Context: an optimization exercise on an open-source flow, tuned for small area, a short achievable clock period and few clock cycles per item. The choices shown serve that exercise and are no tape-out recipe.
RTL that was checked went through simulation tests only; none was proved equivalent to the original.
The RTL of runs 4 to 6 was laid out without a check of its function.
Power is estimated from default activity; no workload was simulated.

$ cat flow/config.mk
export PLATFORM = sky130hd
export DESIGN_NAME = linear_probe_hash_set
export DESIGN_NICKNAME = linear_probe_hash_set
export VERILOG_FILES = /design/flow/design.v
export SDC_FILE = /design/flow/constraint.sdc
export NUM_CORES = 4
export LEC_CHECK = 0
export ABC_CLOCK_PERIOD_IN_PS = 2000
export CAP_MARGIN = 20
export CORE_MARGIN = 2
export CORE_UTILIZATION = 60
export CTS_BUF_LIST = sky130_fd_sc_hd__clkbuf_8
export CTS_CLUSTER_DIAMETER = 60
export CTS_CLUSTER_SIZE = 16
export SETUP_SLACK_MARGIN = 3.4
export SLEW_MARGIN = 20
$ cat flow/constraint.sdc
create_clock -name core_clock -period 6.0 [get_ports {clock}]
set_input_delay 1.2000 -clock core_clock [delete_from_list [all_inputs] [get_ports {clock}]]
set_output_delay 1.2000 -clock core_clock [all_outputs]
set_load 0.01 [all_outputs]
$ cat flow/design.v
`timescale 1ns / 1ps
package lphs_pkg;
   localparam int SLOTS       = 16;
   localparam int CMD_W       = 2;
   localparam int REQ_KEY_W   = 32;
   localparam int STATUS_W    = 2;
   localparam int RSP_SLOT_W  = 4;
   localparam int RSP_COUNT_W = 5;
   localparam int MAX_W       = 5;
   localparam int CSR_ADDR_W  = 3;
   localparam int CSR_DATA_W  = 32;
   localparam logic [MAX_W-1:0] MAX_ENTRIES_RESET = MAX_W'(SLOTS * 7 / 10);
   localparam logic [CMD_W-1:0] CMD_INSERT = 2'd0;
   localparam logic [CMD_W-1:0] CMD_REMOVE = 2'd1;
   localparam logic [CMD_W-1:0] CMD_FIND   = 2'd2;
   localparam logic [STATUS_W-1:0] ST_OK        = 2'd0;
   localparam logic [STATUS_W-1:0] ST_NOT_FOUND = 2'd1;
   localparam logic [STATUS_W-1:0] ST_FULL      = 2'd2;
endpackage
`timescale 1ns / 1ps
module lphs_datapath (
   input  logic                                clock,
   input  logic                                reset,
   input  logic                                accept,
   input  logic [lphs_pkg::CMD_W-1:0]          cmd,
   input  logic [lphs_pkg::REQ_KEY_W-1:0]      key,
   input  logic [lphs_pkg::MAX_W-1:0]          max_entries,
   output logic                                res_valid,
   output logic [lphs_pkg::STATUS_W-1:0]       res_status,
   output logic [lphs_pkg::RSP_SLOT_W-1:0]     res_slot,
   output logic [lphs_pkg::RSP_COUNT_W-1:0]    res_count
);
   localparam int N = lphs_pkg::SLOTS;
   logic [31:0]  key_q [N];
   logic [N-1:0] used_q, empty_q;
   logic [4:0]   count_q;
   logic         v_q, ins_q, rem_q, rf_q;
   logic [31:0]  rkey_q;
   logic [N-1:0] eq_q;
   logic         eq_k;
   logic [N-1:0] eq_in;
   assign eq_k = (key == rkey_q);
   always_comb begin
      for (int s = 0; s < N; s++) begin
         eq_in[s] = used_q[s] ? (key == key_q[s]) : eq_k;
      end
   end
   function automatic logic [N-1:0] circ_first(input logic [N-1:0] v, input logic [N-1:0] m);
      logic [N-1:0] vh;
      logic [N:0]   p_h, p_v;
      vh     = v & m;
      p_h[0] = 1'b0;
      p_v[0] = 1'b0;
      for (int s = 0; s < N; s++) begin
         p_h[s+1] = p_h[s] | vh[s];
         p_v[s+1] = p_v[s] | v[s];
      end
      for (int s = 0; s < N; s++) begin
         circ_first[s] = v[s] & (m[s] ? !p_h[s] : !(p_h[N] | p_v[s]));
      end
   endfunction
   function automatic logic [N-1:0] circ_before(input logic [N-1:0] v, input logic [N-1:0] m);
      logic [N-1:0] vh;
      logic [N:0]   p_h, p_v;
      vh     = v & m;
      p_h[0] = 1'b0;
      p_v[0] = 1'b0;
      for (int s = 0; s < N; s++) begin
         p_h[s+1] = p_h[s] | vh[s];
         p_v[s+1] = p_v[s] | v[s];
      end
      for (int s = 0; s < N; s++) begin
         circ_before[s] = m[s] ? !p_h[s] : !(p_h[N] | p_v[s]);
      end
   endfunction
   logic [N-1:0] m_in, m_q, match, first_ins, first_rf, reach, sel;
   logic         any_free, at_limit, ins_ok, hit;
   logic [3:0]   enc;
   logic [4:0]   cnt_inc, cnt_dec, count_next;
   always_comb begin
      for (int s = 0; s < N; s++) begin
         m_in[s] = (4'(s) >= key[3:0]);
      end
   end
   assign match     = used_q & eq_q;
   assign first_ins = circ_first(~used_q, m_q);
   assign first_rf  = circ_first(empty_q | match, m_q);
   assign reach     = circ_before(empty_q, m_q);
   assign any_free = !(&used_q);
   assign at_limit = (count_q >= max_entries) || count_q[4];
   assign ins_ok   = ins_q && !at_limit && any_free;
   assign hit      = rf_q && |(match & reach);
   always_comb begin
      sel = ({N{ins_ok}} & first_ins) | ({N{rf_q}} & used_q & first_rf);
      enc = '0;
      for (int s = 0; s < N; s++) begin
         enc = enc | ({4{sel[s]}} & 4'(s));
      end
   end
   assign cnt_inc    = count_q + 5'd1;
   assign cnt_dec    = count_q - 5'd1;
   assign count_next = ins_ok ? cnt_inc : ((rem_q && hit) ? cnt_dec : count_q);
   always_ff @(posedge clock) begin
      if (reset) begin
         v_q     <= 1'b0;
         ins_q   <= 1'b0;
         rem_q   <= 1'b0;
         rf_q    <= 1'b0;
         used_q  <= '0;
         empty_q <= '1;
         count_q <= '0;
      end else begin
         v_q     <= accept;
         ins_q   <= accept && (cmd == lphs_pkg::CMD_INSERT);
         rem_q   <= accept && (cmd == lphs_pkg::CMD_REMOVE);
         rf_q    <= accept && (cmd == lphs_pkg::CMD_REMOVE || cmd == lphs_pkg::CMD_FIND);
         count_q <= count_next;
         for (int s = 0; s < N; s++) begin
            if (ins_ok && first_ins[s]) begin
               used_q[s]  <= 1'b1;
               empty_q[s] <= 1'b0;
            end else if (rem_q && first_rf[s]) begin
               used_q[s]  <= 1'b0;
            end
         end
      end
   end
   always_ff @(posedge clock) begin
      rkey_q <= key;
      m_q    <= m_in;
      eq_q   <= eq_in;
      for (int s = 0; s < N; s++) begin
         if (!used_q[s]) begin
            key_q[s] <= rkey_q;
         end
      end
   end
   assign res_valid  = v_q;
   assign res_status = (ins_q && !ins_ok) ? lphs_pkg::ST_FULL :
                       ((ins_q || hit) ? lphs_pkg::ST_OK : lphs_pkg::ST_NOT_FOUND);
   assign res_slot   = enc;
   assign res_count  = count_next;
endmodule
`timescale 1ns / 1ps
module linear_probe_hash_set (
   input  logic                                clock,
   input  logic                                reset,
   input  logic                                req_valid,
   output logic                                req_stall,
   input  logic [lphs_pkg::CMD_W-1:0]          req_cmd,
   input  logic [lphs_pkg::REQ_KEY_W-1:0]      req_key,
   output logic                                rsp_valid,
   input  logic                                rsp_stall,
   output logic [lphs_pkg::STATUS_W-1:0]       rsp_status,
   output logic [lphs_pkg::RSP_SLOT_W-1:0]     rsp_slot,
   output logic [lphs_pkg::RSP_COUNT_W-1:0]    rsp_count,
   input  logic                                psel,
   input  logic                                penable,
   input  logic                                pwrite,
   input  logic [lphs_pkg::CSR_ADDR_W-1:0]     paddr,
   input  logic [lphs_pkg::CSR_DATA_W-1:0]     pwdata,
   output logic [lphs_pkg::CSR_DATA_W-1:0]     prdata,
   output logic                                pready
);
   localparam int RW = lphs_pkg::STATUS_W + lphs_pkg::RSP_SLOT_W + lphs_pkg::RSP_COUNT_W;
   logic [lphs_pkg::MAX_W-1:0] max_q;
   logic                       accept;
   logic                       res_valid;
   logic [RW-1:0]              res;
   assign pready = 1'b1;
   assign prdata = paddr[2] ? '0 : lphs_pkg::CSR_DATA_W'(max_q);
   always_ff @(posedge clock) begin
      if (reset) begin
         max_q <= lphs_pkg::MAX_ENTRIES_RESET;
      end else if (psel && penable && pwrite && !paddr[2]) begin
         max_q <= pwdata[lphs_pkg::MAX_W-1:0];
      end
   end
   logic [RW-1:0] q_q [3];
   logic [2:0]    occ_q, occ_in;
   logic [2:0]    wsel;
   logic          pop, stall_q;
   logic [3:0]    occ_x;
   assign rsp_valid = occ_q[0];
   assign pop       = occ_q[0] && !rsp_stall;
   assign occ_x     = {1'b0, occ_q};
   assign {rsp_status, rsp_slot, rsp_count} = q_q[0];
   always_comb begin
      for (int i = 0; i < 3; i++) begin
         wsel[i] = res_valid && (pop ? (occ_x[i] && !occ_x[i+1])
                                     : (!occ_x[i] && (i == 0 || occ_x[i-1])));
      end
      occ_in = occ_q;
      if (res_valid && !pop) begin
         occ_in = {occ_q[1:0], 1'b1};
      end else if (pop && !res_valid) begin
         occ_in = {1'b0, occ_q[2:1]};
      end
   end
   assign req_stall = stall_q;
   assign accept    = req_valid && !stall_q;
   always_ff @(posedge clock) begin
      if (reset) begin
         occ_q   <= '0;
         stall_q <= 1'b0;
      end else begin
         occ_q   <= occ_in;
         stall_q <= occ_in[2] || (occ_in[1] && accept);
      end
   end
   always_ff @(posedge clock) begin
      for (int i = 0; i < 3; i++) begin
         if (wsel[i]) begin
            q_q[i] <= res;
         end else if (pop && i < 2) begin
            q_q[i] <= q_q[i+1];
         end
      end
   end
   lphs_datapath u_dp (
      .clock       (clock),
      .reset       (reset),
      .accept      (accept),
      .cmd         (req_cmd),
      .key         (req_key),
      .max_entries (max_q),
      .res_valid   (res_valid),
      .res_status  (res[RW-1 -: lphs_pkg::STATUS_W]),
      .res_slot    (res[lphs_pkg::RSP_COUNT_W +: lphs_pkg::RSP_SLOT_W]),
      .res_count   (res[lphs_pkg::RSP_COUNT_W-1:0])
   );
endmodule
$ cat flow/run.sh
#!/bin/bash
# synth_recipe.tcl (not shown) runs the flow's synth.tcl, then flattens the netlist and writes it again
# the make line also repeats each setting of config.mk as NAME=value (left out here)
make -C /OpenROAD-flow-scripts/flow DESIGN_CONFIG=/design/flow/config.mk WORK_HOME=/design/flow/orfs CLKGATE_MAP_FILE= SYNTH_SCRIPT=/design/flow/synth_recipe.tcl finish
==> results of run 1 <==
## sequential cells by signal, summed over array words and instances (netlist names)
signal,flops
max_q,5
u_dp.ins_q,1
occ_q,3
u_dp.eq_q,16
u_dp.empty_q,16
q_q,33
u_dp.key_q,512
u_dp.count_q,5
u_dp.v_q,1
u_dp.rkey_q,32
u_dp.rf_q,1
stall_q,1
u_dp.m_q,15
u_dp.rem_q,1
u_dp.used_q,16
## power by group
group | leakage, nW | internal (mW) | switching [mW] | total [mW]
logic | 4.73 | 0.340 | 0.519 | 0.858
registers | 6.67 | 5.14 | 0.117 | 5.26
clock network | 0.599 | 0.888 | 1.52 | 2.40
## stage by stage
stage               util [%]  instance area, µm²  power, mW  setup WS (ps)  hold WS [ps]
CTS                     69.0               32800       8.50           3170           466
detailed placement      63.7               30300       6.15           1530           450
floorplan                  -               29000       5.85           3100           435
global route            70.2               33400       8.76           3060           484
finish                  70.2               33400       8.52           3150           466
global placement        63.7               30300       6.13           1560           446
## cells in the final DEF, fill, tap and decap left out, types with 12 or more instances in the layout
master and count:
edfxtp_1 545, xnor2_1 308, xor2_1 225, buf_4 168
nand4_1 102, inv_1 67, nor4_1 58, dfxtp_1 56
nand2_1 55, clkbuf_8 53, nand3_1 44, nor2_1 39
a21oi_1 36, dfxtp_4 29, conb_1 28, dfxtp_2 28
o21ai_0 27, a21o_1 26, nor3_1 24, buf_6 21
o22ai_1 17, buf_12 15, clkdlybuf4s50_1 14, nor4_2 12
o211ai_1 12
## timing repair
| item | 4_1_cts | 5_1_grt |
|---|---|---|
| cloned | 3 | 0 |
| hold buffers | 0 | 0 |
| endpoints found under the setup margin | 126 | 72 |
| pin swaps | 55 | 52 |
| resized for setup | 337 | 128 |
| buffers inserted | 90 | 20 |
| endpoints found under the hold margin | 0 | 0 |
## per-layer routing
| metal | global-route usage [%] | wire length, µm | part of all wire, % |
|---|---|---|---|
| met5 | 0 | 0 | 0 |
| met2 | 59.9 | 43300 | 48 |
| met1 | 46.2 | 33100 | 37 |
| met4 | 18.3 | 5430 | 6.0 |
| met3 | 5.83 | 8020 | 8.9 |
## layout make-up
| class | count | share of cell area [%] |
|---|---|---|
| diodes | 1 | 0.00749 |
| clock buffers | 53 | 2.18 |
| inverters | 53 | 0.667 |
| repair inverters | 3 | 0.0525 |
| well taps | 615 | 2.30 |
| flip-flops and latches | 658 | 56.2 |
| clock inverters | 41 | 0.697 |
| repair buffers | 255 | 6.81 |
| multi-input cells | 1281 | 31.1 |
## worst max-delay path: stages, from the launching register on
cell and delay [ps]:
dfxtp_4 410, a21o_1 190, buf_4 120, or4_4 170
or2_4 160, nor3_2 50, a31o_1 240, a311o_2 350
or4_4 580, mux2_4 290
## kinds of logic after synthesis
family                   count (synthesis)  share of synthesized area (%)
adder cells (fa/ha/maj)                 11                          0.478
flip-flops                             658                           64.7
buffers and inverters                  193                           3.05
other                                    2                         0.0261
multiplexers                            16                          0.604
AND/OR/NAND/NOR                        456                           9.21
XOR/XNOR                               541                           16.5
AO/OA/AOI/OAI                          229                           5.49
## worst max-delay path by stage
stage               slack (ps)  cells past startpoint                   end                         from
floorplan                 3100                      8   q_q[0][5]$_DFFE_PP_  u_dp.used_q[8]$_SDFFE_PP0P_
global placement          1560                      7  u_dp.eq_q[4]$_DFF_P_                  req_key[13]
detailed placement        1530                      7  u_dp.eq_q[4]$_DFF_P_                  req_key[13]
CTS                       3170                      9   q_q[0][1]$_DFFE_PP_          u_dp.m_q[6]$_DFF_P_
global route              3060                      9   q_q[1][1]$_DFFE_PP_          u_dp.m_q[6]$_DFF_P_
finish                    3150                      9   q_q[1][7]$_DFFE_PP_         u_dp.eq_q[6]$_DFF_P_
==> impl_metrics.json, run 1 <==
{
  "outcome": "no timing/DRC/antenna violations",
  "yosysMostFrequentCell": "edfxtp_1",
  "synth_cells": 2106,
  "wl_um": 89800,
  "overflow": 0,
  "io_buffers": 64,
  "rsz0062_at_grt": "yes",
  "multi_input_area_mm2": 0.0104,
  "netlist.area_leader.share_pct": 56.8,
  "die_w_um": 223,
  "slew_headroom_pct": 24.9,
  "r2r_setup_slack_ps": 3150,
  "holdPathEnd": "max_q[1]$_SDFFE_PP1P_",
  "routed_via_density": 6.36,
  "whs_path_depth": 1,
  "drtIter0Drc": 2356,
  "setup_viol": 0,
  "hpwl_um": 54800,
  "max-vdd-ir-drop_v": 0.000262,
  "dp.cells": 2752,
  "critPathArrivalTime_ps": 3290,
  "max_freq_mhz": 351,
  "synth_cell_types": 83,
  "pwr_density_cell_mw_per_mm2": 255,
  "ys_seq_area_share_pct": 64.7,
  "fin_nets": 2389,
  "yosysWarnings": 5,
  "synth-seq-cells": 658,
  "via_count": 18800,
  "cts_root_buf": "clkbuf_8",
  "critPathLaunchType": "flop",
  "filler_cell_count": 3265,
  "wl_per_cell_um": 30.4,
  "cp-end-kind": "flop",
  "gp_congestion": 0.968,
  "dieArea_mm2": 0.0498,
  "syn_to_final_growth_pct": 16.0,
  "core_area_mm2": 0.0475,
  "leakagePower_nw": 12.0,
  "fin_cells": 2960,
  "grt_pass1_vias": 18100,
  "start_util_pct": 60.6,
  "reg2reg_depth": 9,
  "synth-edff-count": 545,
  "hp-start": "max_q[1]$_SDFFE_PP1P_",
  "cts_max_path_buffers": 3,
  "drv_cap": 0,
  "tightest_slew_ps": 1130,
  "fin_crit_sh_pct": 47.5,
  "report.final.slew_viol_count": 0,
  "period_minus_slack_ps": 2850,
  "finalHoldViolCount": 0,
  "yosys-top-cells-area": "edfxtp_1 (57%), xnor2_1 (9.4%), dfxtp_1 (7.9%)",
  "fin_worst_skew_ps": 52.4,
  "clock_latency_ps": 720,
  "async_reset_ff_share_pct": 0,
  "reg2reg_from": "u_dp.eq_q[6]$_DFF_P_",
  "cts_sinks": 658,
  "crit_fanout": 5,
  "io_pins": 122,
  "die-height_um": 223,
  "clk_pin_slew_ps": 110,
  "required_ps": 6440,
  "cts_buffers": 50,
  "syn_area_mm2": 0.0288,
  "rows": 80,
  "fin_setup_tns_ps": 0,
  "layout-drive-gt1-share_pct": 21.9,
  "worst-setup-path-type": "reg2reg",
  "h-tree-depth": 2,
  "grt_pass1_wl_um": 126000,
  "cts_tree": "yes",
  "synth.top_cells.by_count": "edfxtp_1 (545), xnor2_1 (309), xor2_1 (232), dfxtp_1 (113), nand4_1 (102)",
  "r2r_end": "q_q[1][7]$_DFFE_PP_",
  "seq_area_mm2": 0.0188,
  "dr.pass1.iters": 5,
  "ant_nets": 0,
  "yosys.area.top_type": "edfxtp_1",
  "post-route-drc-count": 0,
  "gr-usage-all-layers_pct": 36.1,
  "grt_max_degree": 47,
  "postSynthAreaPerCell_um2": 13.7,
  "hp-class": "reg2reg",
  "antenna_found_initial": 3,
  "synth_top_flop_cell": "edfxtp_1"
}
Testbench counts, summed over its fixed seeds: cycles 2,416, items 2,400.
==> inputs of run 2 (changes only) <==
--- a/flow/config.mk
+++ b/flow/config.mk
@@ -7,5 +7,5 @@
 export LEC_CHECK = 0
 export ABC_CLOCK_PERIOD_IN_PS = 2000
-export CAP_MARGIN = 20
+export CAP_MARGIN = 5
 export CORE_MARGIN = 2
 export CORE_UTILIZATION = 60
@@ -14,3 +14,3 @@
 export CTS_CLUSTER_SIZE = 16
 export SETUP_SLACK_MARGIN = 3.4
-export SLEW_MARGIN = 20
+export SLEW_MARGIN = 5
==> impl_metrics.json, run 2 <==
{
  "io_buffers": 64,
  "grt_pass1_vias": 18100,
  "cts_tree": "yes",
  "io_pins": 122,
  "wl_um": 89300,
  "syn_area_mm2": 0.0288,
  "synth_compound_area_share_pct": 5.49,
  "synth_top_family_by_area": "XOR/XNOR gates",
  "fin_nets": 2387,
  "hpwl_um": 54500,
  "async_reset_ff_share_pct": 0,
  "tightest_slew_ps": 1260,
  "syn_to_final_growth_pct": 16.0,
  "internal_power_mw": 6.45,
  "report.final.slew_viol_count": 0,
  "start_util_pct": 60.6,
  "cp-end-kind": "flop",
  "max_freq_mhz": 353,
  "synth.top_cells.by_count": "edfxtp_1 (545), xnor2_1 (309), xor2_1 (232), dfxtp_1 (113), nand4_1 (102)",
  "finalHoldViolCount": 0,
  "clock_latency_ps": 710,
  "period_minus_slack_ps": 2830,
  "grt_pass1_wl_um": 125000,
  "reg_top3": "u_dp.key_q (512), q_q (33), u_dp.rkey_q (32)",
  "filler_cell_count": 3242,
  "grt-busiest-layer": "met2",
  "p_sw_share_pct": 24.9,
  "hp-class": "reg2reg",
  "post-route-drc-count": 0,
  "pwr_density_cell_mw_per_mm2": 257,
  "synth_adder_area_share_pct": 0.478,
  "gp_congestion": 0.968,
  "largest_register_ffs": 512,
  "layout_common_cells": "edfxtp_1 (545), xnor2_1 (308), xor2_1 (226)",
  "outcome": "no timing/DRC/antenna violations",
  "seq_power_share_pct": 61.2,
  "drtIter0Drc": 2268,
  "fin_cells": 2959,
  "routed_via_density": 6.32,
  "fin_crit_sh_pct": 47.2,
  "ys_seq_area_share_pct": 64.7,
  "setup_viol": 0,
  "multi_input_area_mm2": 0.0104,
  "dr.pass1.iters": 6,
  "overflow": 0,
  "final_common_cell": "edfxtp_1",
  "antenna_found_initial": 4,
  "synth_cells": 2106,
  "cts_buffers": 50,
  "grt_use_met2_pct": 60.0,
  "yosys-top-cells-area": "edfxtp_1 (57%), xnor2_1 (9.4%), dfxtp_1 (7.9%)",
  "yosysWarnings": 5,
  "slew_headroom_pct": 15.8,
  "synth_xor_area_share_pct": 16.5,
  "die-height_um": 223,
  "synth-seq-cells": 658,
  "rows": 80,
  "max-vdd-ir-drop_v": 0.000264,
  "fin_setup_tns_ps": 0,
  "synth_cell_types": 83,
  "yosys.area.top_type": "edfxtp_1",
  "cts_sinks": 658,
  "combPwrFrac_pct": 10.0,
  "leakagePower_nw": 12.0,
  "synthMuxAreaShare_pct": 0.604,
  "met3_usage_pct": 5.43,
  "worst-setup-path-type": "reg2reg",
  "netlist.area_leader.share_pct": 56.8,
  "rsz0062_at_grt": "yes",
  "ant_nets": 0,
  "grt_max_degree": 47,
  "drv_cap": 0,
  "die_w_um": 223,
  "core_area_mm2": 0.0475,
  "critPathLaunchType": "flop",
  "seq_area_mm2": 0.0188,
  "cts_root_buf": "clkbuf_8",
  "critPathArrivalTime_ps": 3280,
  "wl_per_cell_um": 30.2,
  "synth_simple_gate_area_share_pct": 9.21,
  "pwr-share-clk_pct": 28.9,
  "required_ps": 6440,
  "synth-edff-count": 545,
  "dp.cells": 2752,
  "via_count": 18700,
  "largest-register": "u_dp.key_q",
  "postSynthAreaPerCell_um2": 13.7,
  "p_sw_mw": 2.14,
  "gr-usage-all-layers_pct": 35.8,
  "synth_top_flop_cell": "edfxtp_1",
  "dieArea_mm2": 0.0498,
  "yosysMostFrequentCell": "edfxtp_1",
  "layout-drive-gt1-share_pct": 21.9,
  "crit_fanout": 6,
  "fin_worst_skew_ps": 50.2,
  "clk_pin_slew_ps": 100,
  "hold_buffers": 0,
  "cts_max_path_buffers": 3,
  "met1_usage_pct": 45.8,
  "h-tree-depth": 2
}
run 2: cell counts after synthesis:
Identical to the previous run, type by type.
run 2: area by class of cell:
| type | count | share of cell area, % |
|---|---|---|
| clock inverters | 41 | 0.846 |
| repair inverters | 3 | 0.0449 |
| well taps | 615 | 2.30 |
| repair buffers | 253 | 6.70 |
| flip-flops and latches | 658 | 56.2 |
| diodes | 2 | 0.0150 |
| inverters | 53 | 0.667 |
| clock buffers | 53 | 2.18 |
| multi-input cells | 1281 | 31.0 |
run 2: repair_timing:
item / in CTS / in global routing
pin swaps: 66 / 44
setup buffers: 94 / 14
resized for setup: 357 / 117
cloned: 3 / 0
setup endpoints to repair: 126 / 77
hold endpoints to repair: 0 / 0
run 2: critical path: stages (launching register included):
cell and delay [ps]:
dfxtp_4 380, buf_12 140, nor2b_4 170, a2111oi_4 70, buf_4 180, and3_1 190, nand4_1 130, o31a_1 270
o211ai_1 190, or4_4 600, mux2_2 280
run 2: through the flow:
| step | total power [mW] | hold WS (ps) | setup slack (ps) | cell area [µm²] | util, % |
|---|---|---|---|---|---|
| floorplan | 5.85 | 435 | 3100 | 29000 | - |
| global placement | 6.13 | 446 | 1560 | 30300 | 63.7 |
| detailed placement | 6.15 | 450 | 1510 | 30300 | 63.7 |
| CTS | 8.58 | 464 | 3170 | 32900 | 69.2 |
| global route | 8.82 | 500 | 3070 | 33400 | 70.3 |
| finish | 8.59 | 478 | 3170 | 33400 | 70.3 |
run 2: worst paths after layout:
check | start | end | slack [ps] | cells after the start
setup / recovery | u_dp.used_q[10]$_SDFFE_PP0P_ | q_q[1][7]$_DFFE_PP_ | 3170 | 10
hold / removal | u_dp.rkey_q[29]$_DFF_P_ | u_dp.key_q[12][29]$_DFFE_PN_ | 480 | 0
setup reg to reg | u_dp.used_q[10]$_SDFFE_PP0P_ | q_q[1][7]$_DFFE_PP_ | 3170 | 10
hold reg to reg | u_dp.rkey_q[29]$_DFF_P_ | u_dp.key_q[12][29]$_DFFE_PN_ | 480 | 0
run 2: layer usage:
metal,part of all wire [%],wire [µm],vias up
met5,0,0,-
met4,5.5,4890,0
met3,8.5,7570,228
met2,49,43600,1023
met1,37,33200,9405
li1,-,-,8052
run 2: power by group through the flow:
stage | Combinational, mW | Sequential [mW] | Clock, mW
2_1_floorplan | 0.491 | 5.35 | 0
3_3_place_gp | 0.773 | 5.36 | 0
3_5_place_dp | 0.784 | 5.37 | 0
4_1_cts | 0.826 | 5.25 | 2.50
5_1_grt | 0.895 | 5.27 | 2.66
6_report | 0.856 | 5.25 | 2.48
run 2: kinds of logic (layout without fill, tap and decap cells):
logic type | after synthesis | after routing
buffers and inverters | 193 | 403
xor gates and xnor gates | 541 | 541
and+or+nand+nor | 456 | 456
other | 2 | 30
muxes | 16 | 16
AOI/OAI and AO/OA | 229 | 229
DFF | 658 | 658
adders and majority gates | 11 | 11
==> inputs of run 3 (changes only) <==
--- a/flow/config.mk
+++ b/flow/config.mk
@@ -6,6 +6,6 @@
 export NUM_CORES = 4
 export LEC_CHECK = 0
-export ABC_CLOCK_PERIOD_IN_PS = 2000
-export CAP_MARGIN = 5
+export ABC_AREA = 1
+export CAP_MARGIN = 20
 export CORE_MARGIN = 2
 export CORE_UTILIZATION = 60
@@ -14,3 +14,3 @@
 export CTS_CLUSTER_SIZE = 16
 export SETUP_SLACK_MARGIN = 3.4
-export SLEW_MARGIN = 5
+export SLEW_MARGIN = 20
==> impl_metrics.json, run 3 <==
{
  "path_common_cell": "buf_4",
  "post-route-drc-count": 0,
  "start_util_pct": 61.0,
  "core_area_mm2": 0.0478,
  "pwr_density_cell_mw_per_mm2": 254,
  "max_freq_mhz": 305,
  "period_minus_slack_ps": 3280,
  "cts_max_path_buffers": 3,
  "fin_nets": 2922,
  "gp_congestion": 0.962,
  "cts_buffers": 53,
  "clock_latency_ps": 740,
  "critPathArrivalTime_ps": 3860,
  "synth_top_flop_cell": "edfxtp_1",
  "slew_headroom_pct": 25.9,
  "hp-class": "reg2reg",
  "fin_crit_sh_pct": 54.7,
  "synth_cell_types": 67,
  "die-height_um": 224,
  "drtIter0Drc": 3366,
  "synth_cells": 2562,
  "max-vdd-ir-drop_v": 0.000245,
  "fin_setup_tns_ps": 0,
  "yosys.area.top_type": "edfxtp_1",
  "seq_power_share_pct": 60.3,
  "combPwrFrac_pct": 11.4,
  "grt_pass1_vias": 21000,
  "p_sw_mw": 2.38,
  "layout_common_cells": "edfxtp_1 (545), nand2_1 (451), xor2_1 (205)",
  "fin_cells": 3494,
  "pwr-share-clk_pct": 28.3,
  "setup_viol": 0,
  "cp-end-kind": "flop",
  "routed_via_density": 6.39,
  "wl_per_cell_um": 28.9,
  "cts_root_buf": "clkbuf_8",
  "async_reset_ff_share_pct": 0,
  "overflow": 0,
  "gr-usage-all-layers_pct": 39.3,
  "yosysMostFrequentCell": "edfxtp_1",
  "rsz0062_at_grt": "yes",
  "ys_seq_area_share_pct": 63.9,
  "netlist.area_leader.share_pct": 56.1,
  "wl_um": 101000,
  "grt_max_degree": 40,
  "syn_area_mm2": 0.0292,
  "cts_tree": "yes",
  "internal_power_mw": 6.46,
  "tightest_slew_ps": 1110,
  "critPathLaunchType": "flop",
  "dieArea_mm2": 0.0504,
  "ant_nets": 0,
  "io_buffers": 64,
  "crit_fanout": 5,
  "filler_cell_count": 3339,
  "h-tree-depth": 2,
  "antenna_found_initial": 4,
  "dr.pass1.iters": 6,
  "cts_sinks": 658,
  "rows": 80,
  "die_w_um": 224,
  "clk_pin_slew_ps": 100,
  "yosys-top-cells-area": "edfxtp_1 (56%), dfxtp_1 (7.8%), nand2_1 (6.3%)",
  "dp.cells": 3233,
  "yosysWarnings": 5,
  "required_ps": 6580,
  "postSynthAreaPerCell_um2": 11.4,
  "slowest_delay_ps": 380,
  "synth-seq-cells": 658,
  "p_sw_share_pct": 26.9,
  "worst-setup-path-type": "reg2reg",
  "finalHoldViolCount": 0,
  "final_common_cell": "edfxtp_1",
  "reg_top3": "u_dp.key_q (512), q_q (33), u_dp.rkey_q (32)",
  "synth-edff-count": 545,
  "report.final.slew_viol_count": 0,
  "io_pins": 122,
  "via_count": 22300,
  "leakagePower_nw": 13.8,
  "cpMaxStageDelayCell": "dfxtp_4",
  "drv_cap": 0,
  "largest_register_ffs": 512,
  "cp_top_family": "simple AND/OR/NAND/NOR gates",
  "largest-register": "u_dp.key_q",
  "fin_worst_skew_ps": 62.2,
  "grt_pass1_wl_um": 140000,
  "cp_num_buf_inv": 10,
  "synth.top_cells.by_count": "edfxtp_1 (545), nand2_1 (487), xor2_1 (206), inv_1 (177), nor2_1 (157)",
  "outcome": "no timing/DRC/antenna violations",
  "syn_to_final_growth_pct": 19.1,
  "layout-drive-gt1-share_pct": 22.2,
  "hpwl_um": 61000
}
[run 3: changes by cell type after synthesis, sizes merged, moves of 26 or more]
cell	previous run	this run
o21ai	40	139
nand2	62	495
inv	52	186
a21o	28	1
xor2	232	206
o22ai	18	45
nand4	106	62
xnor2	309	65
nor2	47	168
[run 3: what timing repair did]
| item | CTS | global route |
|---|---|---|
| hold buffers | 0 | 0 |
| setup buffers | 106 | 50 |
| endpoints found under the setup margin | 104 | 109 |
| pin swaps | 66 | 80 |
| resized for setup | 357 | 223 |
| cloned | 5 | 1 |
[run 3: cells by family (layout without fill, tap and decap cells)]
group | count (synthesis) | count (layout) | synth area share [%]
simple gates | 909 | 909 | 14.3
fa+ha+maj | 11 | 11 | 0.472
buf+inv | 324 | 614 | 4.60
compound gates | 387 | 387 | 8.56
other cells | 2 | 29 | 0.0258
flops | 658 | 658 | 63.9
xor+xnor | 271 | 271 | 8.14
[run 3: path summary, 6_finish.rpt]
path / from / endpoint / slack (ps) / cells after the start
worst max-delay path: u_dp.empty_q[0]$_SDFFE_PP1P_ / q_q[1][8]$_DFFE_PP_ / 2720 / 26
worst min-delay path: u_dp.empty_q[3]$_SDFFE_PP1P_ / u_dp.empty_q[3]$_SDFFE_PP1P_ / 470 / 2
worst max register to register: u_dp.empty_q[0]$_SDFFE_PP1P_ / q_q[1][8]$_DFFE_PP_ / 2720 / 26
worst min register to register: u_dp.empty_q[3]$_SDFFE_PP1P_ / u_dp.empty_q[3]$_SDFFE_PP1P_ / 470 / 2
[run 3: power by group through the flow]
stage | logic [mW] | clock network, mW | registers, mW
finish | 1.01 | 2.50 | 5.33
global route | 1.05 | 2.65 | 5.35
global placement | 0.804 | 0 | 5.41
CTS | 0.923 | 2.51 | 5.32
floorplan | 0.477 | 0 | 5.40
detailed placement | 0.816 | 0 | 5.42
[run 3: through the flow]
stage                     utilization (%)  power, mW  hold slack (ps)  setup slack [ps]  cell area [µm²]
after global routing                 72.6       9.05              482              2600            34700
after CTS                            70.2       8.75              470              2810            33600
final                                72.6       8.84              474              2720            34700
after floorplan                         -       5.88              440              3220            29400
after detailed placement             64.5       6.24              458              1300            30800
after global placement               64.5       6.21              453              1360            30800
[run 3: worst register-to-register path: stages, from the launching register on]
cell and delay [ps]:
dfxtp_4 380, buf_4 140, buf_6 110, inv_6 60
nand2_8 70, nand2_4 90, nand2_4 60, a21oi_4 170
nand4_1 200, buf_4 200, buf_4 120, buf_4 120
buf_4 120, buf_4 120, buf_4 120, buf_4 130
nor4_4 170, nand3_1 130, nand2_1 130, nand2_2 80
nand2_2 60, nor2_2 50, nand3_2 90, nor2_4 40
nand3_4 100, nand2_1 60, nand2_1 50
[run 3: area by class of cell]
cell class | count | area [µm²] | share of cell area, %
Antenna cell | 1 | 2.50 | 0.00720
Clock buffer | 57 | 785 | 2.26
Clock inverter | 41 | 248 | 0.713
Inverter | 196 | 878 | 2.53
Multi-Input combinational cell | 1606 | 10400 | 29.9
Sequential cell | 658 | 18700 | 53.8
Tap cell | 615 | 769 | 2.21
Timing Repair Buffer | 316 | 2960 | 8.52
Timing Repair inverter | 4 | 31.3 | 0.0900
[run 3: metal layers]
layer | track usage, % | part of all wire [%] | up-vias
met3 | 7.00 | 12 | 413
met2 | 62.3 | 45 | 1522
met1 | 50.1 | 35 | 10800
li1 | - | - | 9556
met5 | 0 | 0.0079 | -
met4 | 26.2 | 8.4 | 2
==> inputs of run 4 (changes only) <==
--- a/flow/design.v
+++ b/flow/design.v
@@ -60,19 +60,5 @@
       end
    endfunction
-   function automatic logic [N-1:0] circ_before(input logic [N-1:0] v, input logic [N-1:0] m);
-      logic [N-1:0] vh;
-      logic [N:0]   p_h, p_v;
-      vh     = v & m;
-      p_h[0] = 1'b0;
-      p_v[0] = 1'b0;
-      for (int s = 0; s < N; s++) begin
-         p_h[s+1] = p_h[s] | vh[s];
-         p_v[s+1] = p_v[s] | v[s];
-      end
-      for (int s = 0; s < N; s++) begin
-         circ_before[s] = m[s] ? !p_h[s] : !(p_h[N] | p_v[s]);
-      end
-   endfunction
-   logic [N-1:0] m_in, m_q, match, first_ins, first_rf, reach, sel;
+   logic [N-1:0] m_in, m_q, match, first_ins, first_rf, sel;
    logic         any_free, at_limit, ins_ok, hit;
    logic [3:0]   enc;
@@ -86,9 +72,8 @@
    assign first_ins = circ_first(~used_q, m_q);
    assign first_rf  = circ_first(empty_q | match, m_q);
-   assign reach     = circ_before(empty_q, m_q);
    assign any_free = !(&used_q);
    assign at_limit = (count_q >= max_entries) || count_q[4];
    assign ins_ok   = ins_q && !at_limit && any_free;
-   assign hit      = rf_q && |(match & reach);
+   assign hit      = rf_q && |(first_rf & used_q);
    always_comb begin
       sel = ({N{ins_ok}} & first_ins) | ({N{rf_q}} & used_q & first_rf);
--- a/flow/config.mk
+++ b/flow/config.mk
@@ -6,5 +6,5 @@
 export NUM_CORES = 4
 export LEC_CHECK = 0
-export ABC_AREA = 1
+export ABC_CLOCK_PERIOD_IN_PS = 2000
 export CAP_MARGIN = 20
 export CORE_MARGIN = 2
==> impl_metrics.json, run 4 <==
{
  "outcome": "no timing/DRC/antenna violations",
  "ant_nets": 0,
  "drv_cap": 0,
  "leakagePower_nw": 12.0,
  "cts_sinks": 658,
  "yosys-top-cells-area": "edfxtp_1 (57%), xnor2_1 (9.3%), dfxtp_1 (7.9%)",
  "fin_crit_sh_pct": 54.9,
  "grt_pass1_vias": 18400,
  "cts_root_buf": "clkbuf_8",
  "synth-seq-cells": 658,
  "max_freq_mhz": 303,
  "syn_area_mm2": 0.0287,
  "synth_simple_gate_area_share_pct": 8.76,
  "layout_common_cells": "edfxtp_1 (545), xnor2_1 (306), xor2_1 (237)",
  "grt_max_degree": 48,
  "netlist.area_leader.share_pct": 57.0,
  "final_common_cell": "edfxtp_1",
  "reg_top3": "u_dp.key_q (512), q_q (33), u_dp.rkey_q (32)",
  "synth-edff-count": 545,
  "wl_um": 88800,
  "finalHoldViolCount": 0,
  "syn_to_final_growth_pct": 16.6,
  "critPathLaunchType": "flop",
  "clk_pin_slew_ps": 100,
  "period_minus_slack_ps": 3300,
  "synth_top_flop_cell": "edfxtp_1",
  "grt_pass1_wl_um": 127000,
  "fin_setup_tns_ps": 0,
  "fin_worst_skew_ps": 50.0,
  "rsz0062_at_grt": "yes",
  "dieArea_mm2": 0.0496,
  "seq_area_mm2": 0.0187,
  "overflow": 0,
  "synth_compound_area_share_pct": 5.59,
  "gr-usage-all-layers_pct": 36.0,
  "wl_per_cell_um": 29.9,
  "tightest_slew_ps": 1130,
  "antenna_found_initial": 3,
  "slew_headroom_pct": 24.9,
  "filler_cell_count": 3280,
  "synthMuxAreaShare_pct": 0.632,
  "cts_buffers": 51,
  "crit_fanout": 5,
  "die_w_um": 223,
  "clock_latency_ps": 710,
  "r2r_setup_slack_ps": 2700,
  "synth_adder_area_share_pct": 0.479,
  "synth.top_cells.by_count": "edfxtp_1 (545), xnor2_1 (306), xor2_1 (237), dfxtp_1 (113), nand4_1 (101)",
  "io_pins": 122,
  "cts_tree": "yes",
  "worst-setup-path-type": "reg2reg",
  "cts_max_path_buffers": 3,
  "yosys.area.top_type": "edfxtp_1",
  "cp-end-kind": "flop",
  "critPathArrivalTime_ps": 3710,
  "layout-drive-gt1-share_pct": 21.0,
  "synth_cells": 2093,
  "rows": 80,
  "largest-register": "u_dp.key_q",
  "h-tree-depth": 2,
  "report.final.slew_viol_count": 0,
  "multi_input_area_mm2": 0.0103,
  "async_reset_ff_share_pct": 0,
  "gp_congestion": 0.925,
  "yosysWarnings": 5,
  "hpwl_um": 55300,
  "ys_seq_area_share_pct": 64.9,
  "io_buffers": 64,
  "hp-class": "reg2reg",
  "synth_xor_area_share_pct": 16.6,
  "yosysMostFrequentCell": "edfxtp_1",
  "hold_buffers": 0,
  "whs_ps": 462,
  "die-height_um": 223,
  "synth_cell_types": 79,
  "start_util_pct": 60.5,
  "routed_via_density": 6.37,
  "postSynthAreaPerCell_um2": 13.7,
  "synth_top_family_by_area": "XOR/XNOR gates",
  "dr.pass1.iters": 5,
  "drtIter0Drc": 2307,
  "max-vdd-ir-drop_v": 0.000380,
  "via_count": 18900,
  "post-route-drc-count": 0,
  "required_ps": 6410,
  "core_area_mm2": 0.0474,
  "setup_viol": 0,
  "fin_nets": 2395,
  "largest_register_ffs": 512,
  "pwr_density_cell_mw_per_mm2": 256
}
[run 4: changes by cell type in the layout (fill, tap and decap cells not counted), sizes merged, moves of 27 or more]
| cell | change |
|---|---|
| nand4 | +42 |
| a211oi | -27 |
| a21o | +30 |
| xnor2 | +241 |
| o21ai | -112 |
| nor2 | -123 |
| nand2 | -436 |
| buf | -51 |
| xor2 | +31 |
| o22ai | -29 |
| inv | -131 |
[run 4: cells by family (layout without fill, tap and decap cells)]
| group | count (synthesis) | count (layout) |
|---|---|---|
| AO/OA/AOI/OAI | 225 | 226 |
| XOR/XNOR | 543 | 543 |
| adder cells (fa/ha/maj) | 11 | 11 |
| buffers and inverters | 191 | 419 |
| flip-flops | 658 | 658 |
| multiplexers | 16 | 16 |
| other | 2 | 32 |
| AND/OR/NAND/NOR | 447 | 448 |
[run 4: final cells by class]
class | instances | share of cell area [%]
Antenna cell | 4 | 0.0299
Clock buffer | 52 | 2.14
Clock inverter | 42 | 0.830
Inverter | 52 | 0.707
Multi-Input combinational cell | 1272 | 30.8
Sequential cell | 658 | 55.9
Tap cell | 615 | 2.30
Timing Repair Buffer | 269 | 7.17
Timing Repair inverter | 4 | 0.0598
[run 4: what timing repair did]
action                                  CTS  global route
setup buffers                            97            12
pin swaps                                72            27
cloned                                    6             0
endpoints found under the setup margin  115            78
gates resized for setup                 300            69
[run 4: worst max-delay path: stages (launching register included)]
cell and delay, ps:
dfxtp_4 420, a21o_4 160, buf_4 110, buf_6 100
nor4_4 30, buf_4 160, nand4_1 140, o31ai_4 70
a222oi_1 750, nand4_4 250, o21bai_4 310, mux2i_4 340
a31oi_2 130
[run 4: worst paths after layout]
kind / startpoint / endpoint / depth (start not counted)
worst max register to register: u_dp.eq_q[1]$_DFF_P_ / q_q[0][1]$_DFFE_PP_ / 12
worst max-delay path: u_dp.eq_q[1]$_DFF_P_ / q_q[0][1]$_DFFE_PP_ / 12
worst min register to register: u_dp.rkey_q[1]$_DFF_P_ / u_dp.key_q[15][1]$_DFFE_PN_ / 0
worst min-delay path: u_dp.rkey_q[1]$_DFF_P_ / u_dp.key_q[15][1]$_DFFE_PN_ / 0
[run 4: per-stage QoR]
stage / util (%) / cell area [µm²] / total power, mW / std cells / setup slack [ps]
after global routing: 70.5 / 33500 / 8.79 / 2965 / 2670
after CTS: 69.8 / 33100 / 8.55 / 2952 / 2780
final: 70.5 / 33500 / 8.56 / 2968 / 2700
after global placement: 64.1 / 30400 / 6.14 / 2755 / 1640
after floorplan: - / 29100 / 5.85 / 2119 / 2570
after detailed placement: 64.1 / 30400 / 6.17 / 2755 / 1590
[run 4: routing by layer]
metal / up-vias / GRT usage [%] / wire (µm)
met3: 263 / 6.12 / 8450
met1: 9521 / 47.0 / 33000
met4: 2 / 16.0 / 4500
met5: - / 0 / 13
met2: 1057 / 59.7 / 42900
li1: 8068 / - / -
[run 4: report_power, final]
part           internal, mW  total [mW]  switching [mW]
combinational         0.337       0.858           0.521
clock                 0.922        2.44            1.51
sequential             5.14        5.26           0.118
==> inputs of run 5 (changes only) <==
--- a/flow/design.v
+++ b/flow/design.v
@@ -60,5 +60,19 @@
       end
    endfunction
-   logic [N-1:0] m_in, m_q, match, first_ins, first_rf, sel;
+   function automatic logic [N-1:0] circ_before(input logic [N-1:0] v, input logic [N-1:0] m);
+      logic [N-1:0] vh;
+      logic [N:0]   p_h, p_v;
+      vh     = v & m;
+      p_h[0] = 1'b0;
+      p_v[0] = 1'b0;
+      for (int s = 0; s < N; s++) begin
+         p_h[s+1] = p_h[s] | vh[s];
+         p_v[s+1] = p_v[s] | v[s];
+      end
+      for (int s = 0; s < N; s++) begin
+         circ_before[s] = m[s] ? !p_h[s] : !(p_h[N] | p_v[s]);
+      end
+   endfunction
+   logic [N-1:0] m_in, m_q, match, first_ins, first_rf, reach, sel;
    logic         any_free, at_limit, ins_ok, hit;
    logic [3:0]   enc;
@@ -72,8 +86,9 @@
    assign first_ins = circ_first(~used_q, m_q);
    assign first_rf  = circ_first(empty_q | match, m_q);
+   assign reach     = circ_before(empty_q, m_q);
    assign any_free = !(&used_q);
    assign at_limit = (count_q >= max_entries) || count_q[4];
    assign ins_ok   = ins_q && !at_limit && any_free;
-   assign hit      = rf_q && |(first_rf & used_q);
+   assign hit      = rf_q && |(match & reach);
    always_comb begin
       sel = ({N{ins_ok}} & first_ins) | ({N{rf_q}} & used_q & first_rf);
@@ -162,4 +177,6 @@
       end
    end
+   logic          r_v, r_move, r_v_in;
+   logic [RW-1:0] r_q;
    logic [RW-1:0] q_q [3];
    logic [2:0]    occ_q, occ_in;
@@ -171,13 +188,15 @@
    assign occ_x     = {1'b0, occ_q};
    assign {rsp_status, rsp_slot, rsp_count} = q_q[0];
+   assign r_move = r_v && (!occ_q[2] || pop);
+   assign r_v_in = res_valid || (r_v && !r_move);
    always_comb begin
       for (int i = 0; i < 3; i++) begin
-         wsel[i] = res_valid && (pop ? (occ_x[i] && !occ_x[i+1])
-                                     : (!occ_x[i] && (i == 0 || occ_x[i-1])));
+         wsel[i] = r_move && (pop ? (occ_x[i] && !occ_x[i+1])
+                                  : (!occ_x[i] && (i == 0 || occ_x[i-1])));
       end
       occ_in = occ_q;
-      if (res_valid && !pop) begin
+      if (r_move && !pop) begin
          occ_in = {occ_q[1:0], 1'b1};
-      end else if (pop && !res_valid) begin
+      end else if (pop && !r_move) begin
          occ_in = {1'b0, occ_q[2:1]};
       end
@@ -187,15 +206,20 @@
    always_ff @(posedge clock) begin
       if (reset) begin
+         r_v     <= 1'b0;
          occ_q   <= '0;
          stall_q <= 1'b0;
       end else begin
+         r_v     <= r_v_in;
          occ_q   <= occ_in;
-         stall_q <= occ_in[2] || (occ_in[1] && accept);
-      end
-   end
-   always_ff @(posedge clock) begin
+         stall_q <= (occ_in[2] && (accept || r_v_in)) || (occ_in[1] && accept && r_v_in);
+      end
+   end
+   always_ff @(posedge clock) begin
+      if (res_valid) begin
+         r_q <= res;
+      end
       for (int i = 0; i < 3; i++) begin
          if (wsel[i]) begin
-            q_q[i] <= res;
+            q_q[i] <= r_q;
          end else if (pop && i < 2) begin
             q_q[i] <= q_q[i+1];
--- a/flow/config.mk
+++ b/flow/config.mk
@@ -13,4 +13,4 @@
 export CTS_CLUSTER_DIAMETER = 60
 export CTS_CLUSTER_SIZE = 16
-export SETUP_SLACK_MARGIN = 3.4
+export SETUP_SLACK_MARGIN = 3.7
 export SLEW_MARGIN = 20
==> impl_metrics.json, run 5 <==
{
  "async_reset_ff_share_pct": 0,
  "period_minus_slack_ps": 2820,
  "via_count": 18500,
  "grt_max_degree": 50,
  "cp-end-kind": "flop",
  "tightest_slew_ps": 1070,
  "cts_sinks": 670,
  "setup_viol": 0,
  "p_total_mw": 8.67,
  "syn_to_final_growth_pct": 16.8,
  "final_common_cell": "edfxtp_1",
  "fin_setup_tns_ps": 0,
  "hpwl_um": 53100,
  "largest_register_ffs": 512,
  "critPathArrivalTime_ps": 3320,
  "reg2reg_depth": 9,
  "yosysWarnings": 5,
  "h-tree-depth": 2,
  "ant_nets": 0,
  "reg_top3": "u_dp.key_q (512), q_q (33), u_dp.rkey_q (32)",
  "crit_start": "u_dp.eq_q[2]$_DFF_P_",
  "synth-edff-count": 556,
  "critPathLaunchType": "flop",
  "leakagePower_nw": 12.3,
  "fin_crit_sh_pct": 46.9,
  "largest-register": "u_dp.key_q",
  "synth-seq-cells": 670,
  "postSynthAreaPerCell_um2": 13.9,
  "outcome": "no timing/DRC/antenna violations",
  "cts_max_path_buffers": 3,
  "cts_buffers": 51,
  "clk_pin_slew_ps": 100,
  "grt_pass1_wl_um": 125000,
  "rsz0062_at_grt": "yes",
  "drv_cap": 0,
  "hp-class": "reg2reg",
  "synthMuxAreaShare_pct": 1.03,
  "ys_seq_area_share_pct": 65.6,
  "synth_cells": 2081,
  "hold_buffers": 0,
  "syn_area_mm2": 0.0289,
  "rows": 80,
  "fin_nets": 2372,
  "overflow": 0,
  "clock_latency_ps": 690,
  "cts_root_buf": "clkbuf_8",
  "synth_compound_area_share_pct": 4.92,
  "whs_ps": 462,
  "dr.pass1.iters": 6,
  "yosysMostFrequentCell": "edfxtp_1",
  "dieArea_mm2": 0.0500,
  "synth_top_flop_cell": "edfxtp_1",
  "post-route-drc-count": 0,
  "netlist.area_leader.share_pct": 57.7,
  "slew_headroom_pct": 28.9,
  "crit_fanout": 6,
  "synth_cell_types": 78,
  "max-vdd-ir-drop_v": 0.000221,
  "wl_per_cell_um": 30.1,
  "gr-usage-all-layers_pct": 35.6,
  "finalHoldViolCount": 0,
  "required_ps": 6500,
  "routed_via_density": 6.29,
  "cts_tree": "yes",
  "die_w_um": 224,
  "synth.top_cells.by_count": "edfxtp_1 (556), xnor2_1 (307), xor2_1 (242), dfxtp_1 (114), nand4_1 (106)",
  "wl_um": 88600,
  "core_area_mm2": 0.0476,
  "hp-start": "u_dp.rkey_q[21]$_DFF_P_",
  "fin_worst_skew_ps": 39.6,
  "start_util_pct": 60.7,
  "final_util_pct": 70.9,
  "layout-drive-gt1-share_pct": 23.3,
  "synth_xor_area_share_pct": 16.6,
  "synth_top_family_by_area": "XOR/XNOR gates",
  "antenna_found_initial": 3,
  "gp_congestion": 0.870,
  "synth_simple_gate_area_share_pct": 8.43,
  "yosys.area.top_type": "edfxtp_1",
  "report.final.slew_viol_count": 0,
  "io_pins": 122,
  "drtIter0Drc": 2569,
  "die-height_um": 224,
  "r2r_end": "r_q[7]$_DFFE_PP_",
  "grt_pass1_vias": 17800,
  "pwr_density_cell_mw_per_mm2": 257,
  "max_freq_mhz": 355,
  "synth_adder_area_share_pct": 0.476,
  "reg2reg_from": "u_dp.eq_q[2]$_DFF_P_",
  "layout_common_cells": "edfxtp_1 (556), xnor2_1 (288), xor2_1 (242)",
  "io_buffers": 64,
  "worst-setup-path-type": "reg2reg",
  "crit_path_end": "r_q[7]$_DFFE_PP_",
  "yosys-top-cells-area": "edfxtp_1 (58%), xnor2_1 (9.3%), dfxtp_1 (7.9%)",
  "r2r_setup_slack_ps": 3180
}
## run 5: cell type report
cell class,count,area (µm²)
sequential,670,19100
clock inverter,38,193
timing repair inverter,5,25.0
clock buffer,55,757
inverter,43,180
multi-input combinational,1251,10300
fill,3216,13900
timing repair buffer,263,2420
tap,615,769
antenna,1,2.50
## run 5: per-stage QoR
stage | cell area [µm²] | cells | setup slack [ps]
final | 33800 | 2941 | 3180
after global routing | 33800 | 2941 | 3160
after CTS | 33400 | 2921 | 3250
after detailed placement | 30700 | 2729 | 1670
after global placement | 30700 | 2728 | 1650
after floorplan | 29900 | 2107 | 3220
## run 5: power by group
group | leakage (nW) | switching, mW | internal, mW | total (mW)
logic | 4.94 | 0.537 | 0.375 | 0.912
clock network | 0.598 | 1.52 | 0.869 | 2.39
registers | 6.78 | 0.126 | 5.24 | 5.37
total | 12.3 | 2.19 | 6.48 | 8.67
## run 5: layer usage
metal	vias to the layer above	track usage (%)	share of wire [%]
li1	7956	-	-
met1	9362	47.2	38
met2	986	58.8	48
met3	195	6.14	9.4
met4	0	14.6	4.5
met5	-	0	0
## run 5: worst max-delay path, cell delays in order (launching register included)
cell	delay (ps)
dfxtp_1	430
a21o_1	270
a222oi_1	280
buf_4	200
nand3_4	110
or4_4	510
o41ai_4	320
and4_1	240
nor3_2	60
nand4_1	200
## run 5: cells by family (layout without fill, tap and decap cells)
| group | Yosys count | count (layout) |
|---|---|---|
| AO/OA/AOI/OAI | 199 | 199 |
| XOR/XNOR | 549 | 549 |
| adder cells (fa/ha/maj) | 11 | 11 |
| buffers and inverters | 186 | 404 |
| flip-flops | 670 | 670 |
| multiplexers | 27 | 27 |
| other | 2 | 29 |
| AND/OR/NAND/NOR | 437 | 437 |
## run 5: how the worst min path moves through the flow
stage,endpoint,slack [ps],cells past startpoint
final,u_dp.key_q[13][21]$_DFFE_PN_,460,0
after floorplan,max_q[1]$_SDFFE_PP1P_,440,1
after detailed placement,u_dp.key_q[13][21]$_DFFE_PN_,430,0
after global placement,u_dp.key_q[13][21]$_DFFE_PN_,420,0
after global routing,u_dp.key_q[13][21]$_DFFE_PN_,470,0
after CTS,u_dp.key_q[13][21]$_DFFE_PN_,460,0
## run 5: what timing repair did
item                       CTS  global route
cloned                       8             1
pin swaps                   69            60
setup endpoints to repair  123            78
gates resized for setup    417            71
buffers inserted            91            18
hold endpoints to repair     0             0
==> inputs of run 6 (changes only) <==
--- a/flow/config.mk
+++ b/flow/config.mk
@@ -13,4 +13,4 @@
 export CTS_CLUSTER_DIAMETER = 60
 export CTS_CLUSTER_SIZE = 16
-export SETUP_SLACK_MARGIN = 3.7
+export SETUP_SLACK_MARGIN = 3.4
 export SLEW_MARGIN = 20
==> impl_metrics.json, run 6 <==
{
  "ys_seq_area_share_pct": 65.6,
  "cts_buffers": 53,
  "dr.pass1.iters": 5,
  "synth-seq-cells": 670,
  "final_common_cell": "edfxtp_1",
  "grt_pass1_vias": 17700,
  "report.final.slew_viol_count": 0,
  "netlist.area_leader.share_pct": 57.7,
  "whs_ps": 458,
  "clock_latency_ps": 700,
  "tightest_slew_ps": 1060,
  "start_util_pct": 60.7,
  "rsz0062_at_grt": "yes",
  "io_pins": 122,
  "reg_top3": "u_dp.key_q (512), q_q (33), u_dp.rkey_q (32)",
  "critPathLaunchType": "flop",
  "seq_power_share_pct": 61.7,
  "routed_via_density": 6.29,
  "yosys.area.top_type": "edfxtp_1",
  "grt_max_degree": 50,
  "ant_nets": 0,
  "setup_slack_ps": 3110,
  "finalHoldViolCount": 0,
  "leakagePower_nw": 11.9,
  "crit_fanout": 6,
  "core_area_mm2": 0.0476,
  "synth_compound_area_share_pct": 4.92,
  "fin_cells": 2911,
  "synth_adder_area_share_pct": 0.476,
  "cts_sinks": 670,
  "synth.top_cells.by_count": "edfxtp_1 (556), xnor2_1 (307), xor2_1 (242), dfxtp_1 (114), nand4_1 (106)",
  "drtIter0Drc": 2139,
  "synthMuxAreaShare_pct": 1.03,
  "grt_use_met2_pct": 57.0,
  "max_freq_mhz": 347,
  "max-vdd-ir-drop_v": 0.000238,
  "grt-busiest-layer": "met2",
  "h-tree-depth": 2,
  "period_minus_slack_ps": 2890,
  "p_sw_share_pct": 25.2,
  "rows": 80,
  "dp.cells": 2728,
  "slew_headroom_pct": 29.0,
  "cts_root_buf": "clkbuf_8",
  "synth_cell_types": 78,
  "synth-edff-count": 556,
  "die-height_um": 224,
  "syn_area_mm2": 0.0289,
  "fin_nets": 2340,
  "required_ps": 6500,
  "synth_cells": 2081,
  "synth_xor_area_share_pct": 16.6,
  "layout_common_cells": "edfxtp_1 (556), xnor2_1 (303), xor2_1 (242)",
  "worst-setup-path-type": "reg2reg",
  "diodes": 0,
  "die_w_um": 224,
  "fin_setup_tns_ps": 0,
  "layout-drive-gt1-share_pct": 18.8,
  "io_buffers": 64,
  "grt_pass1_wl_um": 122000,
  "yosysMostFrequentCell": "edfxtp_1",
  "hold_buffers": 0,
  "post-route-drc-count": 0,
  "outcome": "no timing/DRC/antenna violations",
  "dieArea_mm2": 0.0500,
  "place_ws_ps": 1740,
  "yosysWarnings": 5,
  "gp_congestion": 0.896,
  "combPwrFrac_pct": 9.9,
  "cts_tree": "yes",
  "largest-register": "u_dp.key_q",
  "design_area_mm2": 0.0331,
  "synth_top_flop_cell": "edfxtp_1",
  "yosys-top-cells-area": "edfxtp_1 (58%), xnor2_1 (9.3%), dfxtp_1 (7.9%)",
  "setup_viol": 0,
  "wl_um": 85800,
  "cts_max_path_buffers": 3,
  "largest_register_ffs": 512,
  "gr-usage-all-layers_pct": 34.5,
  "async_reset_ff_share_pct": 0,
  "cp-end-kind": "flop",
  "syn_to_final_growth_pct": 14.4,
  "dpl_cell_area_mm2": 0.0304,
  "final_util_pct": 69.4,
  "fin_worst_skew_ps": 52.2,
  "filler_cell_count": 3333,
  "via_count": 18300,
  "met3_usage_pct": 4.79,
  "internal_power_mw": 6.50,
  "p_sw_mw": 2.19,
  "critPathArrivalTime_ps": 3390,
  "p_total_mw": 8.69,
  "pwr_density_cell_mw_per_mm2": 262,
  "overflow": 0,
  "synth_simple_gate_area_share_pct": 8.43,
  "antenna_found_initial": 3,
  "pwr-share-clk_pct": 28.4,
  "wl_per_cell_um": 29.5,
  "drv_cap": 0,
  "fin_crit_sh_pct": 48.1,
  "hp-class": "reg2reg",
  "hpwl_um": 52000,
  "met1_usage_pct": 46.2,
  "synth_top_family_by_area": "XOR/XNOR gates",
  "clk_pin_slew_ps": 110,
  "postSynthAreaPerCell_um2": 13.9
}
run 6: changes by cell type in the layout (fill, tap and decap cells not counted), moves of 6 or more:
| cell | before | now |
|---|---|---|
| buf_2 | 17 | 6 |
| nor4_1 | 46 | 54 |
| buf_6 | 29 | 17 |
| dfxtp_4 | 29 | 20 |
| dlygate4sd2_1 | 1 | 14 |
| buf_4 | 166 | 138 |
| nor3_1 | 26 | 32 |
| xnor2_2 | 19 | 4 |
| clkdlybuf4s50_1 | 13 | 26 |
| dfxtp_1 | 63 | 75 |
| o21ai_0 | 13 | 19 |
| clkdlybuf4s15_2 | 2 | 8 |
| xnor2_1 | 288 | 303 |
run 6: timing repair:
action / in CTS / in global routing
resized for setup: 239 / 85
endpoints found under the hold margin: 0 / 0
pin swaps: 39 / 31
gates cloned: 3 / 0
endpoints found under the setup margin: 82 / 71
buffers inserted: 60 / 22
run 6: metal layers:
layer	routed length (µm)	up-vias
li1	-	7889
met1	32800	9264
met2	41300	932
met3	7610	214
met4	4060	2
met5	13	-
run 6: worst paths after layout:
check | from | endpoint | slack, ps | cells after the start
min reg2reg | u_dp.rkey_q[2]$_DFF_P_ | u_dp.key_q[13][2]$_DFFE_PN_ | 460 | 0
max reg2reg | u_dp.eq_q[11]$_DFF_P_ | r_q[5]$_DFFE_PP_ | 3110 | 8
min | u_dp.rkey_q[2]$_DFF_P_ | u_dp.key_q[13][2]$_DFFE_PN_ | 460 | 0
max | u_dp.eq_q[11]$_DFF_P_ | r_q[5]$_DFFE_PP_ | 3110 | 8
run 6: layout make-up:
| class | count | area (µm²) | share of cell area [%] |
|---|---|---|---|
| Sequential cell | 670 | 19100 | 57.7 |
| Tap cell | 615 | 769 | 2.33 |
| Clock inverter | 44 | 269 | 0.813 |
| Timing Repair Buffer | 231 | 2090 | 6.32 |
| Inverter | 43 | 176 | 0.533 |
| Timing Repair inverter | 3 | 15.0 | 0.0454 |
| Clock buffer | 54 | 743 | 2.25 |
| Multi-Input combinational cell | 1251 | 9950 | 30.1 |
run 6: power groups by stage:
| stage | Clock (mW) | Combinational [mW] | Sequential [mW] |
|---|---|---|---|
| 4_1_cts | 2.48 | 0.820 | 5.36 |
| 2_1_floorplan | 0 | 0.491 | 5.46 |
| 6_report | 2.47 | 0.856 | 5.36 |
| 3_3_place_gp | 0 | 0.773 | 5.46 |
| 3_5_place_dp | 0 | 0.786 | 5.47 |
| 5_1_grt | 2.65 | 0.899 | 5.38 |
run 6: critical path, stage by stage (launching register included):
cell and delay, ps:
dfxtp_1 440, a21o_1 220, a222oi_1 270, buf_4 180, nand4_1 120, or4_4 640, o31a_1 310, o311a_1 330
nand4_1 170
run 6: cells by family after synthesis:
family | Yosys count
xor+xnor | 549
compound gates | 199
simple gates | 437
mux | 27
flops | 670
buf+inv | 186
other cells | 2
fa+ha+maj | 11

-- what the ideal ports hide --
The results above use ideal ports. As a check the final layouts listed here were re-extracted and re-timed, cells and wires unchanged. Step 1 assumes that a clkbuf_16 drives the clock port and a buf_2 every other input. Step 2, shift: input delay + t, output delay - t, t = (earliest + latest rising clock arrival at the registers) / 2. This alone moves slack from input paths to output paths. a / b / c = ideal / step 1 / step 2; a / b = the first two.
run | t (ns) | slack for setup (ns) | worst setup path after step 2
run 1 | 0.756 | 3.151 / 3.151 / 2.628 | input to register
run 2 | 0.746 | 3.168 / 3.168 / 2.592 | input to register
run 3 | 0.770 | 2.716 / 2.716 / 2.601 | input to register
run 4 | 0.744 | 2.704 / 2.704 / 2.583 | input to register
run 5 | 0.727 | 3.185 / 3.185 / 2.994 | input to register
run 6 | 0.726 | 3.115 / 3.115 / 2.634 | input to register
After both steps every run listed still meets setup and hold. The setup slack of run 2, which loses most, moves by 0.000 ns with the drivers and by -0.576 ns with both steps.
